What follows belongs to an exercise in optimizing a design on an open flow for small area, a short achievable clock period and few clock cycles per item; a production flow would make more cautious choices.
Function not checked in this run: the RTL went through the layout flow alone.
Power is estimated from default activity; no workload was simulated.

File: flow/run.sh
#!/bin/bash
# synth_recipe.tcl (not shown) runs the flow's synth.tcl, then flattens the netlist and writes it again
# the make line also repeats each setting of config.mk as NAME=value (left out here)
make -C /OpenROAD-flow-scripts/flow DESIGN_CONFIG=/design/flow/config.mk WORK_HOME=/design/flow/orfs CLKGATE_MAP_FILE= SYNTH_SCRIPT=/design/flow/synth_recipe.tcl finish
File: flow/config.mk
export PLATFORM = sky130hd
export DESIGN_NAME = md2_digest_engine
export DESIGN_NICKNAME = md2_digest_engine
export VERILOG_FILES = /design/flow/design.v
export SDC_FILE = /design/flow/constraint.sdc
export NUM_CORES = 4
export LEC_CHECK = 0
export CAP_MARGIN = 20
export CORE_MARGIN = 2
export CORE_UTILIZATION = 40
export SETUP_SLACK_MARGIN = 4.0
export SLEW_MARGIN = 20
File: flow/constraint.sdc
create_clock -name core_clock -period 7.0 [get_ports {clk}]
set_input_delay 1.4000 -clock core_clock [delete_from_list [all_inputs] [get_ports {clk}]]
set_output_delay 1.4000 -clock core_clock [all_outputs]
set_load 0.01 [all_outputs]
File: flow/design.v
package md2_pkg;
	localparam int BLOCK_BYTES = 16;
	localparam int STATE_BYTES = 48;
	localparam int ROUND_COUNT = 18;
	localparam logic [2047:0] PI_SBOX_FLAT = {
		8'h29,8'h2e,8'h43,8'hc9,8'ha2,8'hd8,8'h7c,8'h01,
		8'h3d,8'h36,8'h54,8'ha1,8'hec,8'hf0,8'h06,8'h13,
		8'h62,8'ha7,8'h05,8'hf3,8'hc0,8'hc7,8'h73,8'h8c,
		8'h98,8'h93,8'h2b,8'hd9,8'hbc,8'h4c,8'h82,8'hca,
		8'h1e,8'h9b,8'h57,8'h3c,8'hfd,8'hd4,8'he0,8'h16,
		8'h67,8'h42,8'h6f,8'h18,8'h8a,8'h17,8'he5,8'h12,
		8'hbe,8'h4e,8'hc4,8'hd6,8'hda,8'h9e,8'hde,8'h49,
		8'ha0,8'hfb,8'hf5,8'h8e,8'hbb,8'h2f,8'hee,8'h7a,
		8'ha9,8'h68,8'h79,8'h91,8'h15,8'hb2,8'h07,8'h3f,
		8'h94,8'hc2,8'h10,8'h89,8'h0b,8'h22,8'h5f,8'h21,
		8'h80,8'h7f,8'h5d,8'h9a,8'h5a,8'h90,8'h32,8'h27,
		8'h35,8'h3e,8'hcc,8'he7,8'hbf,8'hf7,8'h97,8'h03,
		8'hff,8'h19,8'h30,8'hb3,8'h48,8'ha5,8'hb5,8'hd1,
		8'hd7,8'h5e,8'h92,8'h2a,8'hac,8'h56,8'haa,8'hc6,
		8'h4f,8'hb8,8'h38,8'hd2,8'h96,8'ha4,8'h7d,8'hb6,
		8'h76,8'hfc,8'h6b,8'he2,8'h9c,8'h74,8'h04,8'hf1,
		8'h45,8'h9d,8'h70,8'h59,8'h64,8'h71,8'h87,8'h20,
		8'h86,8'h5b,8'hcf,8'h65,8'he6,8'h2d,8'ha8,8'h02,
		8'h1b,8'h60,8'h25,8'had,8'hae,8'hb0,8'hb9,8'hf6,
		8'h1c,8'h46,8'h61,8'h69,8'h34,8'h40,8'h7e,8'h0f,
		8'h55,8'h47,8'ha3,8'h23,8'hdd,8'h51,8'haf,8'h3a,
		8'hc3,8'h5c,8'hf9,8'hce,8'hba,8'hc5,8'hea,8'h26,
		8'h2c,8'h53,8'h0d,8'h6e,8'h85,8'h28,8'h84,8'h09,
		8'hd3,8'hdf,8'hcd,8'hf4,8'h41,8'h81,8'h4d,8'h52,
		8'h6a,8'hdc,8'h37,8'hc8,8'h6c,8'hc1,8'hab,8'hfa,
		8'h24,8'he1,8'h7b,8'h08,8'h0c,8'hbd,8'hb1,8'h4a,
		8'h78,8'h88,8'h95,8'h8b,8'he3,8'h63,8'he8,8'h6d,
		8'he9,8'hcb,8'hd5,8'hfe,8'h3b,8'h00,8'h1d,8'h39,
		8'hf2,8'hef,8'hb7,8'h0e,8'h66,8'h58,8'hd0,8'he4,
		8'ha6,8'h77,8'h72,8'hf8,8'heb,8'h75,8'h4b,8'h0a,
		8'h31,8'h44,8'h50,8'hb4,8'h8f,8'hed,8'h1f,8'h1a,
		8'hdb,8'h99,8'h8d,8'h33,8'h9f,8'h11,8'h83,8'h14
	};
	function automatic logic [7:0] pi_sbox(input logic [7:0] x);
		logic [15:0] hi;
		logic [15:0] lo;
		logic [7:0] r;
		for (int k = 0; k < 16; k++) begin
			hi[k] = (x[7:4] == k);
			lo[k] = (x[3:0] == k);
		end
		r = '0;
		r[0] = (hi[0] & (lo[0] | lo[2] | lo[3] | lo[7] | lo[8] | lo[11] | lo[15])) | (hi[1] & (lo[1] | lo[2] | lo[3] | lo[5] | lo[6] | lo[9] | lo[10] | lo[11])) | (hi[2] & (lo[1] | lo[2] | lo[4] | lo[8] | lo[10] | lo[13] | lo[14])) | (hi[3] & (lo[7] | lo[9] | lo[10] | lo[12] | lo[13])) | (hi[4] & (lo[0] | lo[2] | lo[3] | lo[4] | lo[6] | lo[7] | lo[11] | lo[12] | lo[14] | lo[15])) | (hi[5] & (lo[1] | lo[2] | lo[7] | lo[8] | lo[11] | lo[12] | lo[13] | lo[14] | lo[15])) | (hi[6] & (lo[0] | lo[1] | lo[3] | lo[5] | lo[6] | lo[7] | lo[8])) | (hi[7] & (lo[0] | lo[6] | lo[10] | lo[15])) | (hi[8] & (lo[0] | lo[1] | lo[3] | lo[5] | lo[6] | lo[9] | lo[10] | lo[11] | lo[13])) | (hi[9] & (lo[0] | lo[2] | lo[3] | lo[6] | lo[10] | lo[11] | lo[15])) | (hi[10] & (lo[0] | lo[1] | lo[2] | lo[3] | lo[4] | lo[5] | lo[6] | lo[8] | lo[10] | lo[13])) | (hi[11] & (lo[1] | lo[2] | lo[4] | lo[7] | lo[8] | lo[9] | lo[10] | lo[12] | lo[13] | lo[14])) | (hi[12] & (lo[2] | lo[5] | lo[6] | lo[9] | lo[10] | lo[13] | lo[14])) | (hi[13] & (lo[2] | lo[3] | lo[4] | lo[5] | lo[7] | lo[8] | lo[9] | lo[10] | lo[12] | lo[14] | lo[15])) | (hi[14] & (lo[1] | lo[2] | lo[9] | lo[12] | lo[13] | lo[14])) | (hi[15] & (lo[0] | lo[4] | lo[5] | lo[6] | lo[8] | lo[9] | lo[10] | lo[11] | lo[12] | lo[13] | lo[14]));
		r[1] = (hi[0] & (lo[1] | lo[2] | lo[4] | lo[9] | lo[14] | lo[15])) | (hi[1] & (lo[0] | lo[1] | lo[3] | lo[5] | lo[6] | lo[9] | lo[10] | lo[14] | lo[15])) | (hi[2] & (lo[0] | lo[1] | lo[2] | lo[7] | lo[8] | lo[9] | lo[10] | lo[12] | lo[13] | lo[15])) | (hi[3] & (lo[0] | lo[1] | lo[3] | lo[4] | lo[5] | lo[6] | lo[9] | lo[11] | lo[12] | lo[13] | lo[14] | lo[15])) | (hi[4] & (lo[5] | lo[6] | lo[7] | lo[9] | lo[12] | lo[13] | lo[14])) | (hi[5] & (lo[1] | lo[3] | lo[4] | lo[6] | lo[7] | lo[9] | lo[11] | lo[12] | lo[13] | lo[14] | lo[15])) | (hi[6] & (lo[0] | lo[3] | lo[8] | lo[9] | lo[10] | lo[11] | lo[13] | lo[14] | lo[15])) | (hi[7] & (lo[0] | lo[3] | lo[4] | lo[7] | lo[8] | lo[10] | lo[11])) | (hi[8] & (lo[6] | lo[8] | lo[9] | lo[10] | lo[12] | lo[15])) | (hi[9] & (lo[0] | lo[4] | lo[7] | lo[9] | lo[14] | lo[15])) | (hi[10] & (lo[1] | lo[2] | lo[3] | lo[6] | lo[7] | lo[8] | lo[11] | lo[12] | lo[14] | lo[15])) | (hi[11] & (lo[1] | lo[3] | lo[8] | lo[9] | lo[15])) | (hi[12] & (lo[0] | lo[2] | lo[6] | lo[7] | lo[10] | lo[15])) | (hi[13] & (lo[3] | lo[4] | lo[5] | lo[9] | lo[11] | lo[12])) | (hi[14] & (lo[0] | lo[1] | lo[2] | lo[3] | lo[4] | lo[8] | lo[9] | lo[10] | lo[12] | lo[14] | lo[15])) | (hi[15] & (lo[4] | lo[6] | lo[7] | lo[8] | lo[11] | lo[12] | lo[14]));
		r[2] = (hi[0] & (lo[1] | lo[6] | lo[8] | lo[9] | lo[10] | lo[12] | lo[14])) | (hi[1] & (lo[1] | lo[2] | lo[5] | lo[7] | lo[12] | lo[13])) | (hi[2] & (lo[0] | lo[2] | lo[3] | lo[4] | lo[5] | lo[7] | lo[8] | lo[10] | lo[13] | lo[14])) | (hi[3] & (lo[0] | lo[1] | lo[2] | lo[3] | lo[5] | lo[6] | lo[10] | lo[11] | lo[13] | lo[14])) | (hi[4] & (lo[4] | lo[6] | lo[7] | lo[8] | lo[14])) | (hi[5] & (lo[1] | lo[2] | lo[7] | lo[8] | lo[9] | lo[10] | lo[11] | lo[12] | lo[13] | lo[14])) | (hi[6] & (lo[0] | lo[5] | lo[6] | lo[8] | lo[9] | lo[12] | lo[13] | lo[15])) | (hi[7] & (lo[0] | lo[4] | lo[5] | lo[6] | lo[7] | lo[8] | lo[9] | lo[12] | lo[13] | lo[14])) | (hi[8] & (lo[0] | lo[1] | lo[4] | lo[6] | lo[8] | lo[10] | lo[11] | lo[12] | lo[13])) | (hi[9] & (lo[2] | lo[3] | lo[4] | lo[7] | lo[8] | lo[9] | lo[12] | lo[14] | lo[15])) | (hi[10] & (lo[0] | lo[1] | lo[4] | lo[6] | lo[9] | lo[11] | lo[13] | lo[15])) | (hi[11] & (lo[0] | lo[2] | lo[3] | lo[4] | lo[6] | lo[9] | lo[10] | lo[11] | lo[14])) | (hi[12] & (lo[1] | lo[2] | lo[4] | lo[8] | lo[12] | lo[13])) | (hi[13] & (lo[2] | lo[7] | lo[10] | lo[11] | lo[14])) | (hi[14] & (lo[1] | lo[2] | lo[3] | lo[4] | lo[7] | lo[8] | lo[9] | lo[13])) | (hi[15] & (lo[1] | lo[3] | lo[4] | lo[5] | lo[6] | lo[10] | lo[12] | lo[15]));
		r[3] = (hi[0] & (lo[0] | lo[1] | lo[3] | lo[5] | lo[6] | lo[8] | lo[12])) | (hi[1] & (lo[7] | lo[8] | lo[10] | lo[11] | lo[12] | lo[13] | lo[15])) | (hi[2] & (lo[0] | lo[1] | lo[3] | lo[4] | lo[10] | lo[11] | lo[12])) | (hi[3] & (lo[0] | lo[1] | lo[4] | lo[5] | lo[6] | lo[7] | lo[9] | lo[11] | lo[12] | lo[13] | lo[14] | lo[15])) | (hi[4] & (lo[0] | lo[1] | lo[2] | lo[7] | lo[11] | lo[12] | lo[14])) | (hi[5] & (lo[1] | lo[2] | lo[3] | lo[4] | lo[9] | lo[10] | lo[12])) | (hi[6] & (lo[0] | lo[1] | lo[4] | lo[9] | lo[11] | lo[12] | lo[14])) | (hi[7] & (lo[0] | lo[1] | lo[2] | lo[6] | lo[9] | lo[10] | lo[12])) | (hi[8] & (lo[1] | lo[3] | lo[9] | lo[10] | lo[13] | lo[14])) | (hi[9] & (lo[0] | lo[3] | lo[4] | lo[6] | lo[8] | lo[11] | lo[14] | lo[15])) | (hi[10] & (lo[4] | lo[6] | lo[7] | lo[9] | lo[10] | lo[11] | lo[12] | lo[14])) | (hi[11] & (lo[0] | lo[2] | lo[3] | lo[5] | lo[7] | lo[9] | lo[10] | lo[14])) | (hi[12] & (lo[0] | lo[1] | lo[3] | lo[4] | lo[6] | lo[7] | lo[10] | lo[11] | lo[12] | lo[13] | lo[15])) | (hi[13] & (lo[0] | lo[1] | lo[3] | lo[6] | lo[7] | lo[8] | lo[9] | lo[11] | lo[12] | lo[14] | lo[15])) | (hi[14] & (lo[1] | lo[3] | lo[5] | lo[11] | lo[12] | lo[14] | lo[15])) | (hi[15] & (lo[4] | lo[5] | lo[6] | lo[7] | lo[8] | lo[9] | lo[10] | lo[12]));
		r[4] = (hi[0] & (lo[5] | lo[6] | lo[8] | lo[9] | lo[10] | lo[13] | lo[15])) | (hi[1] & (lo[3] | lo[6] | lo[8] | lo[9] | lo[11] | lo[12])) | (hi[2] & (lo[0] | lo[1] | lo[2] | lo[3] | lo[4] | lo[5] | lo[7] | lo[11] | lo[13] | lo[15])) | (hi[3] & (lo[0] | lo[3] | lo[4] | lo[5] | lo[6] | lo[9] | lo[10] | lo[12] | lo[15])) | (hi[4] & (lo[2] | lo[3] | lo[4] | lo[5] | lo[7] | lo[8] | lo[10] | lo[14])) | (hi[5] & (lo[1] | lo[2] | lo[3] | lo[4] | lo[5] | lo[6] | lo[8] | lo[9] | lo[12] | lo[13] | lo[14])) | (hi[6] & (lo[0] | lo[1] | lo[2] | lo[3] | lo[6] | lo[7] | lo[8] | lo[9] | lo[10] | lo[13])) | (hi[7] & (lo[1] | lo[2] | lo[3] | lo[4] | lo[6] | lo[7] | lo[8] | lo[9] | lo[12] | lo[13] | lo[15])) | (hi[8] & (lo[1] | lo[2] | lo[3] | lo[5] | lo[9])) | (hi[9] & (lo[0] | lo[5] | lo[6] | lo[7] | lo[8] | lo[12] | lo[14])) | (hi[10] & (lo[0] | lo[4] | lo[5] | lo[7] | lo[9] | lo[10] | lo[12])) | (hi[11] & (lo[1] | lo[8] | lo[9] | lo[11] | lo[15])) | (hi[12] & (lo[1] | lo[2] | lo[7] | lo[10] | lo[13] | lo[14])) | (hi[13] & (lo[0] | lo[2] | lo[10] | lo[11] | lo[12] | lo[14] | lo[15])) | (hi[14] & (lo[0] | lo[2] | lo[5] | lo[6] | lo[9] | lo[10] | lo[11] | lo[13])) | (hi[15] & (lo[0] | lo[2] | lo[3] | lo[6] | lo[7] | lo[8] | lo[9] | lo[11] | lo[12] | lo[13] | lo[15]));
		r[5] = (hi[0] & (lo[0] | lo[1] | lo[4] | lo[6] | lo[8] | lo[9] | lo[11] | lo[12] | lo[13])) | (hi[1] & (lo[0] | lo[1] | lo[3] | lo[6] | lo[10] | lo[12])) | (hi[2] & (lo[3] | lo[4] | lo[6] | lo[8] | lo[10] | lo[14])) | (hi[3] & (lo[0] | lo[8] | lo[9] | lo[10] | lo[12] | lo[13] | lo[14] | lo[15])) | (hi[4] & (lo[0] | lo[1] | lo[2] | lo[5] | lo[7] | lo[13] | lo[15])) | (hi[5] & (lo[1] | lo[6] | lo[7] | lo[8] | lo[9] | lo[11] | lo[12] | lo[13])) | (hi[6] & (lo[0] | lo[2] | lo[3] | lo[5] | lo[6] | lo[11] | lo[12] | lo[14])) | (hi[7] & (lo[1] | lo[2] | lo[5] | lo[6] | lo[7] | lo[8] | lo[9] | lo[10] | lo[11] | lo[13] | lo[15])) | (hi[8] & (lo[2] | lo[4] | lo[5] | lo[7] | lo[11] | lo[12] | lo[13] | lo[14])) | (hi[9] & (lo[1] | lo[2] | lo[3] | lo[4] | lo[5] | lo[6] | lo[7] | lo[10] | lo[11] | lo[12] | lo[14])) | (hi[10] & (lo[2] | lo[3] | lo[6] | lo[7] | lo[10] | lo[12] | lo[14] | lo[15])) | (hi[11] & (lo[0] | lo[3] | lo[5] | lo[11])) | (hi[12] & (lo[0] | lo[2] | lo[4] | lo[6] | lo[7] | lo[8] | lo[9] | lo[10] | lo[13] | lo[14])) | (hi[13] & (lo[0] | lo[4] | lo[5] | lo[6] | lo[7] | lo[8] | lo[11] | lo[12] | lo[15])) | (hi[14] & (lo[0] | lo[1] | lo[2] | lo[4] | lo[7] | lo[8] | lo[9] | lo[10] | lo[11] | lo[12] | lo[13])) | (hi[15] & (lo[0] | lo[3] | lo[5] | lo[11]));
		r[6] = (hi[0] & (lo[2] | lo[3] | lo[5] | lo[6] | lo[10] | lo[12] | lo[13])) | (hi[1] & (lo[0] | lo[3] | lo[4] | lo[5] | lo[6] | lo[11] | lo[13] | lo[15])) | (hi[2] & (lo[2] | lo[4] | lo[5] | lo[6] | lo[8] | lo[9] | lo[10] | lo[14])) | (hi[3] & (lo[1] | lo[2] | lo[3] | lo[4] | lo[6] | lo[7] | lo[9] | lo[10] | lo[14] | lo[15])) | (hi[4] & (lo[1] | lo[2] | lo[9] | lo[14])) | (hi[5] & (lo[1] | lo[2] | lo[4] | lo[10] | lo[11] | lo[13])) | (hi[6] & (lo[0] | lo[4] | lo[7] | lo[8] | lo[9] | lo[13] | lo[15])) | (hi[7] & (lo[0] | lo[3] | lo[6] | lo[8] | lo[9] | lo[10] | lo[11] | lo[13] | lo[15])) | (hi[8] & (lo[0] | lo[2] | lo[3] | lo[4] | lo[5] | lo[9] | lo[10] | lo[11] | lo[12])) | (hi[9] & (lo[1] | lo[7] | lo[9] | lo[10] | lo[11] | lo[13] | lo[14])) | (hi[10] & (lo[0] | lo[1] | lo[4] | lo[5] | lo[8] | lo[9] | lo[10] | lo[11] | lo[13] | lo[14])) | (hi[11] & (lo[1] | lo[3] | lo[8] | lo[9] | lo[10] | lo[11] | lo[12] | lo[14] | lo[15])) | (hi[12] & (lo[0] | lo[1] | lo[3] | lo[4] | lo[5] | lo[7] | lo[9] | lo[10] | lo[15])) | (hi[13] & (lo[0] | lo[4] | lo[5] | lo[6] | lo[7] | lo[8] | lo[9] | lo[10] | lo[11])) | (hi[14] & (lo[0] | lo[1] | lo[4] | lo[5] | lo[6] | lo[7] | lo[9] | lo[10] | lo[11] | lo[12] | lo[13] | lo[14])) | (hi[15] & (lo[1] | lo[2] | lo[5] | lo[8]));
		r[7] = (hi[0] & (lo[3] | lo[4] | lo[5] | lo[11] | lo[12] | lo[13])) | (hi[1] & (lo[1] | lo[3] | lo[4] | lo[5] | lo[7] | lo[8] | lo[9] | lo[11] | lo[12] | lo[14] | lo[15])) | (hi[2] & (lo[1] | lo[4] | lo[5] | lo[6] | lo[12] | lo[14])) | (hi[3] & (lo[0] | lo[2] | lo[3] | lo[4] | lo[5] | lo[6] | lo[8] | lo[9] | lo[10] | lo[11] | lo[12] | lo[14])) | (hi[4] & (lo[0] | lo[3] | lo[5] | lo[8] | lo[9] | lo[11])) | (hi[5] & (lo[0] | lo[3] | lo[5] | lo[10] | lo[11] | lo[12] | lo[13] | lo[14])) | (hi[6] & (lo[0] | lo[3] | lo[5] | lo[6] | lo[7] | lo[8] | lo[10] | lo[12] | lo[14] | lo[15])) | (hi[7] & (lo[1] | lo[3] | lo[4] | lo[5] | lo[7] | lo[9] | lo[11] | lo[12] | lo[15])) | (hi[8] & (lo[1] | lo[6] | lo[8] | lo[10] | lo[12] | lo[14])) | (hi[9] & (lo[3] | lo[4] | lo[5] | lo[6] | lo[7])) | (hi[10] & (lo[2] | lo[4] | lo[6] | lo[8] | lo[10] | lo[11] | lo[12] | lo[13] | lo[14])) | (hi[11] & (lo[4] | lo[6] | lo[8] | lo[9] | lo[10] | lo[11] | lo[13])) | (hi[12] & (lo[1] | lo[3] | lo[5] | lo[6] | lo[7] | lo[9] | lo[13] | lo[14])) | (hi[13] & (lo[1] | lo[2] | lo[3] | lo[4] | lo[6] | lo[8] | lo[9] | lo[10] | lo[11])) | (hi[14] & (lo[0] | lo[1] | lo[2] | lo[6] | lo[7] | lo[8] | lo[11] | lo[12])) | (hi[15] & (lo[3] | lo[4] | lo[5] | lo[8] | lo[9] | lo[10] | lo[12] | lo[14]));
		pi_sbox = r;
	endfunction
endpackage
module md2_front (
	input  logic       clk,
	input  logic       arst_n,
	input  logic       push,
	output logic       full,
	input  logic [9:0] item,
	output logic       cmd_valid,
	output logic [7:0] cmd_data,
	output logic       cmd_byte,
	output logic       cmd_end,
	input  logic       take
);
	logic       main_v_q;
	logic       skid_v_q;
	logic [9:0] main_q;
	logic [9:0] skid_q;
	logic       keep;
	assign full      = skid_v_q;
	assign keep      = push && !skid_v_q && (item[1] || item[0]);
	assign cmd_valid = main_v_q;
	assign cmd_data  = main_q[9:2];
	assign cmd_byte  = main_q[1];
	assign cmd_end   = main_q[0];
	always_ff @(posedge clk) begin
		if (take || !main_v_q) begin
			main_q <= skid_v_q ? skid_q : item;
		end
		if (keep && main_v_q && !take) begin
			skid_q <= item;
		end
	end
	always_ff @(posedge clk or negedge arst_n) begin
		if (!arst_n) begin
			main_v_q <= 1'b0;
			skid_v_q <= 1'b0;
		end else begin
			if (take || !main_v_q) begin
				main_v_q <= skid_v_q || keep;
				skid_v_q <= 1'b0;
			end else if (keep) begin
				skid_v_q <= 1'b1;
			end
		end
	end
endmodule
module md2_core (
	input  logic         clk,
	input  logic         arst_n,
	input  logic         cmd_valid,
	input  logic [7:0]   cmd_data,
	input  logic         cmd_byte,
	input  logic         cmd_end,
	output logic         take,
	output logic         empty,
	input  logic         pop,
	output logic [127:0] result
);
	localparam int GROUPS = md2_pkg::BLOCK_BYTES;
	localparam int PLACES = GROUPS + 1;
	typedef enum logic [1:0] {
		S_ABS,
		S_PAD,
		S_CSUM,
		S_WAIT
	} state_t;
	typedef enum logic [1:0] {
		A_ABS,
		A_PAD,
		A_CSUM,
		A_OUT
	} after_t;
	state_t       state_q;
	after_t       after_q;
	logic         first_q;
	logic [4:0]   ph_q;
	logic [3:0]   j_q;
	logic [4:0]   pad_q;
	logic [7:0]   l_q;
	logic [7:0]   sreg_q;
	logic         cu_q;
	logic         run_q;
	logic [1:0]   pass_q;
	logic [4:0]   round_q;
	logic         empty_q;
	logic [PLACES-1:0][7:0] x0_q;
	logic [PLACES-1:0][7:0] x1_q;
	logic [PLACES-1:0][7:0] x2_q;
	logic [PLACES-1:0][7:0] c_q;
	logic         gap;
	logic         at_j;
	logic         absorb;
	logic         csum_upd;
	logic         blk_last;
	logic [7:0]   b;
	logic [7:0]   s_out;
	logic [7:0]   h0z;
	logic [7:0]   h0f;
	logic [7:0]   e;
	logic [7:0]   se;
	logic [7:0]   sreg_nxt;
	logic [7:0]   c_head;
	logic [7:0]   c_new;
	logic [7:0]   tail0;
	logic [7:0]   tail1;
	logic [7:0]   tail2;
	assign gap      = (ph_q == 5'd16);
	assign at_j     = (ph_q == {1'b0, j_q});
	assign take     = (state_q == S_ABS) && cmd_valid && (!cmd_byte || at_j);
	assign absorb   = ((state_q == S_ABS) && cmd_valid && cmd_byte && at_j) ||
	                  (((state_q == S_PAD) || (state_q == S_CSUM)) && at_j);
	assign csum_upd = absorb && (state_q != S_CSUM);
	assign blk_last = absorb && (j_q == 4'd15);
	assign b = (state_q == S_ABS) ? cmd_data :
	           (state_q == S_PAD) ? {3'b000, pad_q} : c_q[1];
	assign s_out = md2_pkg::pi_sbox(sreg_q);
	assign h0z = (first_q && round_q == 5'd0 && pass_q == 2'd0) ? 8'h00 : x0_q[0];
	assign h0f = first_q ? 8'h00 : x0_q[0];
	assign c_head = first_q ? 8'h00 : c_q[0];
	assign c_new  = c_head ^ s_out;
	assign e  = run_q ? h0z : (c_head ^ b);
	assign se = s_out ^ e;
	always_comb begin
		sreg_nxt = 8'h00;
		if (run_q) begin
			if (!gap) begin
				sreg_nxt = se;
			end else if (pass_q == 2'd2) begin
				sreg_nxt = x2_q[PLACES - 1] + {3'b000, round_q};
			end else begin
				sreg_nxt = sreg_q;
			end
		end else if (csum_upd) begin
			sreg_nxt = cu_q ? se : (b ^ l_q);
		end
	end
	always_comb begin
		tail0 = x0_q[0];
		tail1 = x1_q[0];
		tail2 = x2_q[0];
		if (run_q && !gap) begin
			tail0 = x1_q[0];
			tail1 = x2_q[0];
			tail2 = se;
		end else if (absorb) begin
			tail1 = b;
			tail2 = b ^ h0f;
		end
	end
	for (genvar g = 0; g < GROUPS; g++) begin : g_res
		assign result[127 - 8 * g -: 8] = x0_q[g];
	end
	assign empty = empty_q;
	always_ff @(posedge clk) begin
		for (int k = 0; k < PLACES - 1; k++) begin
			x1_q[k] <= x1_q[k + 1];
			x2_q[k] <= x2_q[k + 1];
			c_q[k]  <= c_q[k + 1];
		end
		x1_q[PLACES - 1] <= tail1;
		x2_q[PLACES - 1] <= tail2;
		c_q[PLACES - 1]  <= cu_q ? c_new : c_q[0];
		if (empty_q) begin
			for (int k = 0; k < PLACES - 1; k++) begin
				x0_q[k] <= x0_q[k + 1];
			end
			x0_q[PLACES - 1] <= tail0;
		end
	end
	always_ff @(posedge clk or negedge arst_n) begin
		if (!arst_n) begin
			state_q <= S_ABS;
			after_q <= A_ABS;
			first_q <= 1'b1;
			ph_q    <= '0;
			j_q     <= '0;
			pad_q   <= '0;
			l_q     <= '0;
			sreg_q  <= '0;
			cu_q    <= 1'b0;
			run_q   <= 1'b0;
			pass_q  <= '0;
			round_q <= '0;
			empty_q <= 1'b1;
		end else begin
			ph_q   <= gap ? 5'd0 : ph_q + 1'b1;
			sreg_q <= sreg_nxt;
			cu_q   <= csum_upd;
			if (cu_q) begin
				l_q <= c_new;
			end
			if (pop && !empty_q) begin
				empty_q <= 1'b1;
			end
			if (absorb) begin
				j_q <= j_q + 1'b1;
			end
			case (state_q)
				S_ABS: begin
					if (take) begin
						if (cmd_byte && j_q == 4'd15) begin
							state_q <= S_WAIT;
							after_q <= cmd_end ? A_PAD : A_ABS;
							pad_q   <= 5'd16;
						end else if (cmd_end) begin
							state_q <= S_PAD;
							pad_q   <= 5'd16 - {1'b0, j_q} - {4'd0, cmd_byte};
						end
					end
				end
				S_PAD: begin
					if (blk_last) begin
						state_q <= S_WAIT;
						after_q <= A_CSUM;
					end
				end
				S_CSUM: begin
					if (blk_last) begin
						state_q <= S_WAIT;
						after_q <= A_OUT;
						l_q     <= '0;
					end
				end
				default: begin
					if (!run_q && gap && empty_q) begin
						run_q <= 1'b1;
					end
				end
			endcase
			if (run_q && gap) begin
				pass_q <= (pass_q == 2'd2) ? 2'd0 : pass_q + 1'b1;
				if (pass_q == 2'd2) begin
					if (round_q == 5'd17) begin
						round_q <= '0;
						run_q   <= 1'b0;
						first_q <= 1'b0;
						case (after_q)
							A_ABS:  state_q <= S_ABS;
							A_PAD:  state_q <= S_PAD;
							A_CSUM: state_q <= S_CSUM;
							default: begin
								state_q <= S_ABS;
								empty_q <= 1'b0;
								first_q <= 1'b1;
							end
						endcase
					end else begin
						round_q <= round_q + 1'b1;
					end
				end
			end
		end
	end
endmodule
module md2_digest_engine (
	input  logic               clk,
	input  logic               arst_n,
	input  logic               push,
	output logic               full,
	input  logic [9:0]         item,
	output logic               empty,
	input  logic               pop,
	output logic [127:0]       result
);
	logic       cmd_valid;
	logic [7:0] cmd_data;
	logic       cmd_byte;
	logic       cmd_end;
	logic       take;
	md2_front u_front (
		.clk      (clk),
		.arst_n   (arst_n),
		.push     (push),
		.full     (full),
		.item     (item),
		.cmd_valid(cmd_valid),
		.cmd_data (cmd_data),
		.cmd_byte (cmd_byte),
		.cmd_end  (cmd_end),
		.take     (take)
	);
	md2_core u_core (
		.clk      (clk),
		.arst_n   (arst_n),
		.cmd_valid(cmd_valid),
		.cmd_data (cmd_data),
		.cmd_byte (cmd_byte),
		.cmd_end  (cmd_end),
		.take     (take),
		.empty    (empty),
		.pop      (pop),
		.result   (result)
	);
endmodule
==> run summary <==
- Final Hold Viols: 0
- Final nets: 2053
- Period utilization: around 44%
- Vias: 15.99k
- Crit-path max FO: 13
- CTS tree: built
- Worst Hold Launch: u_core.x1_q[91]$_DFF_P_
- R2R Path Start: u_core.sreg_q[6]$_DFFE_PN0P_
- Initial Util: 40.57%
- Top cells by instance count after synthesis: 408 x dfxtp_1, 156 x edfxtp_1, 141 x nand2_1
- All-Layer GR Usage: 22.34%
- Ys async rst share: 7.692%
- Final ANT Viol Nets: 0
- Max incr delay on CP: 0.56 ns
- Max-slew violations: 0
- TNS Setup: 0 ns
- Routability cong.: 0.9931
- Max clock buf depth: 3
- Fmax: about 0.33 GHz
- Design Area, Final: 27310 sq um
- Crit path required time: between 7 and 8 ns
- CORE AREA: approximately 55000 sq um
- Most common cell in the netlist: dfxtp_1
- Synthesized net count: between 1.5k and 2k
- Initial antenna violation count: 3
- Die area: 57900 sq um
- Largest cells by area after synthesis: dfxtp_1 36%, edfxtp_1 21%, dfrtp_1 5.0%
- Kind of critical path: reg -> reg
- Ys flop type: dfxtp_1
- CP bufs+invs: 4
- First-pass GRT wire length: just under 100000 microns
- CP startpoint: u_core.sreg_q[6]$_DFFE_PN0P_
- DR WL/cell: ~24 microns
- PD cells: roughly 280 nW/um^2
- Largest net degree at the start of global routing: just over 80
- Max stage delay cell, worst path: dfrtp_2
- R2R Setup Slk: 3.94 ns
- Outcome: no timing/DRC/antenna violations
- Final HPWL DP: about 40000 microns
- Slew margin rel.: ~30%
- Cts bufs inserted: 54
- Yosys top cell area share: roughly 36%
- P_leak: between 10 and 15 nW
- Crit path cell chain: buf_12 > buf_4 > nor4_2 > buf_4 > a21oi_1 > o22ai_1 > a2111o_1 > nor4_4 > buf_4 > nand2_1 > a221o_1
- Via/cell ratio: about 5.7
- Synth Warn #: 2
- Worst Max-Slew Pin Slew: 1.031 ns
- Crit path top cell by count: buf_4
- Share of cells above drive strength 1: a little under a fifth
- RSZ-0062 raised after global routing: true
- Mean Syn Cell Area: about 12 sq um
- I/O Pins: 144
- Dpl cell area: around 23000 sq um
- Row Count: 86
- Clock slew at reported path FFs: roughly 0.07 ns
- DRC viols: 0
- Die width: 240.6 microns
- VDD IR max: between 0.2 and 0.3 mV
- Area Overhead vs Synth: 21.96%
- Library cells used by synthesis: 96
- Sink Count: just over 600
- Mapped Area: between 20000 and 25000 sq um
- Worst Setup Start Kind: register
- 1st-iter DRT viols: 1548
- CTS root buf: clkbuf_16
- Synth Instances: between 1.5k and 2k
- EDFF count, synth: 156
- Vias in the first global route: around 15k
- CP Capture Type: register
- Clock latency on the worst-skew pair: 0.58 ns
- CP delay by family, top: compound AO/OA/AOI/OAI gates
- Final min period: 3.059 ns
- Max cap viols: 0
- Yosys reg bits: 611
- IO buf count: 143
- # diodes: 0
- Hold Path Class: reg -> reg
- # hold bufs at CTS: 0
- Post-synthesis sequential area ratio: a little over three fifths
- # fillers: between 4k and 5k
- Synth area leader: dfxtp_1
- Routed wire length: around 67000 microns
- CP arrival: between 3 and 4 ns
- CTS H-tree depth: 2
- Grt total ovfl: 0
- DRT Pass-1 Iters: 6
- Setup Viol. Count Final: 0
- Die Y: ~240 microns
- Skew final: 0.01182 ns
-- path summary, 6_finish.rpt --
path / to / depth (start not counted)
max in group asynchronous: u_core.sreg_q[3]$_DFFE_PN0P_ / 2
min reg2reg: u_core.x1_q[83]$_DFF_P_ / 0
max: u_core.c_q[135]$_DFF_P_ / 11
min: u_core.x1_q[83]$_DFF_P_ / 0
max reg2reg: u_core.c_q[135]$_DFF_P_ / 11
min in group asynchronous: u_core.ph_q[1]$_DFF_PN0_ / 2
-- power breakdown --
part	internal, mW	switching (mW)	leakage, nW
combinational	0.245	0.330	3.96
sequential	3.98	0.125	5.16
clock	1.78	1.25	0.944
total	6.01	1.71	10.1
-- logic make-up (layout without fill, tap and decap cells) --
group / after synthesis / after routing / synth area share [%]
xor+xnor: 44 / 44 / 1.721
fa+ha+maj: 23 / 23 / 1.307
buf+inv: 290 / 421 / 7.822
mux: 31 / 31 / 1.480
compound gates: 458 / 458 / 13.72
flops: 611 / 611 / 62.65
simple gates: 469 / 472 / 11.30
-- layout by cell type (no fill, tap or decap), drive strengths merged, types with 10 or more instances in the layout --
cell	Yosys	layout
dfxtp	408	408
edfxtp	156	156
buf	207	145
nand2	141	141
clkdlybuf4s50	0	134
o21ai	113	113
a21oi	96	96
clkbuf	56	83
nor2	82	82
dfrtp	45	45
nand3	39	39
xnor2	37	37
o22ai	31	31
nor3	31	31
a211oi	28	28
inv	24	27
nor2b	25	25
ha	21	21
nand2b	21	21
o211ai	17	17
a31oi	17	17
mux2	17	17
clkinv	3	17
nand4	16	16
a32oi	14	14
mux2i	14	14
o221ai	13	13
and3	13	13
a221oi	12	12
o31ai	11	11
a22oi	11	11
and2	10	10
-- stage by stage --
step,hold WS [ns],total power [mW],instances,utilization [%],worst slack (ns)
after CTS,0.3223,7.790,2770,48.35,3.904
final,0.3159,7.713,2808,49.48,3.941
after global placement,0.3098,4.714,2583,42.43,3.151
after global routing,0.3234,8.024,2808,49.48,3.953
after detailed placement,0.3121,4.735,2583,42.44,3.170
after floorplan,0.3096,4.547,1926,-,4.209
-- worst register-to-register path, stage by stage, from the launching register on --
cell and delay (ns):
dfrtp_2 0.56, buf_12 0.20, buf_4 0.17, nor4_2 0.05
buf_4 0.19, a21oi_1 0.27, o22ai_1 0.16, a2111o_1 0.44
nor4_4 0.27, buf_4 0.23, nand2_1 0.08, a221o_1 0.31
-- area by class of cell --
type                       instances  area, sq um  share of cell area, %
clock buffer                      79         1714                  6.276
clock inverter                    20        182.7                 0.6688
inverter                          27        103.9                 0.3802
multi-input combinational       1028         7146                  26.16
sequential                       611        14060                  51.47
tap                              748        935.9                  3.426
timing repair buffer             295         3173                  11.62
-- timing repair --
item,CTS,global route
cloned,6,7
setup buffers,82,31
pin swaps,10,15
setup endpoints to repair,44,34
resized for setup,97,58
-- metal layers --
layer	wire length (microns)	global-route usage, %
met5	0	0
met4	3301	10.05
met3	6066	4.861
met2	28370	33.46
met1	29250	31.02
-- sequential cells by signal, summed over array words and instances, names as in the netlist, 2 cells and up --
signal          flops
u_core.c_q        136
u_core.l_q          8
u_core.pad_q        5
u_core.state_q      2
u_core.j_q          4
u_core.x0_q       136
u_core.sreg_q       8
u_front.skid_q     10
u_front.main_q     10
u_core.round_q      5
u_core.x1_q       136
u_core.pass_q       2
u_core.ph_q         5
u_core.x2_q       136
u_core.after_q      2

what the ideal ports hide:
In the flow no input, the clock included, has a driving cell. The finished layout below was timed again as built, in two steps. Step 1: set_driving_cell puts a clkbuf_16 on clk and a buf_2 on each other input, an assumption about the parent block. Step 2 moves the port delays by t, midway between the first and last clock arrival at a register: inputs arrive t later, outputs are due t later. That takes back most of the time a late clock gives input paths. Slacks: ideal / step 1 / step 2; pairs: ideal / step 1.
t, ns: 0.625
slack for setup (ns): 3.941 / 3.941 / 3.936
hold slack, ns: 0.316 / 0.316 / 0.316
latest minus earliest clock arrival (ns): 0.016 / 0.015
After both steps this run still meets setup and hold. For this run, drivers alone change the setup slack by 0.000 ns; drivers and shift together by -0.005 ns.
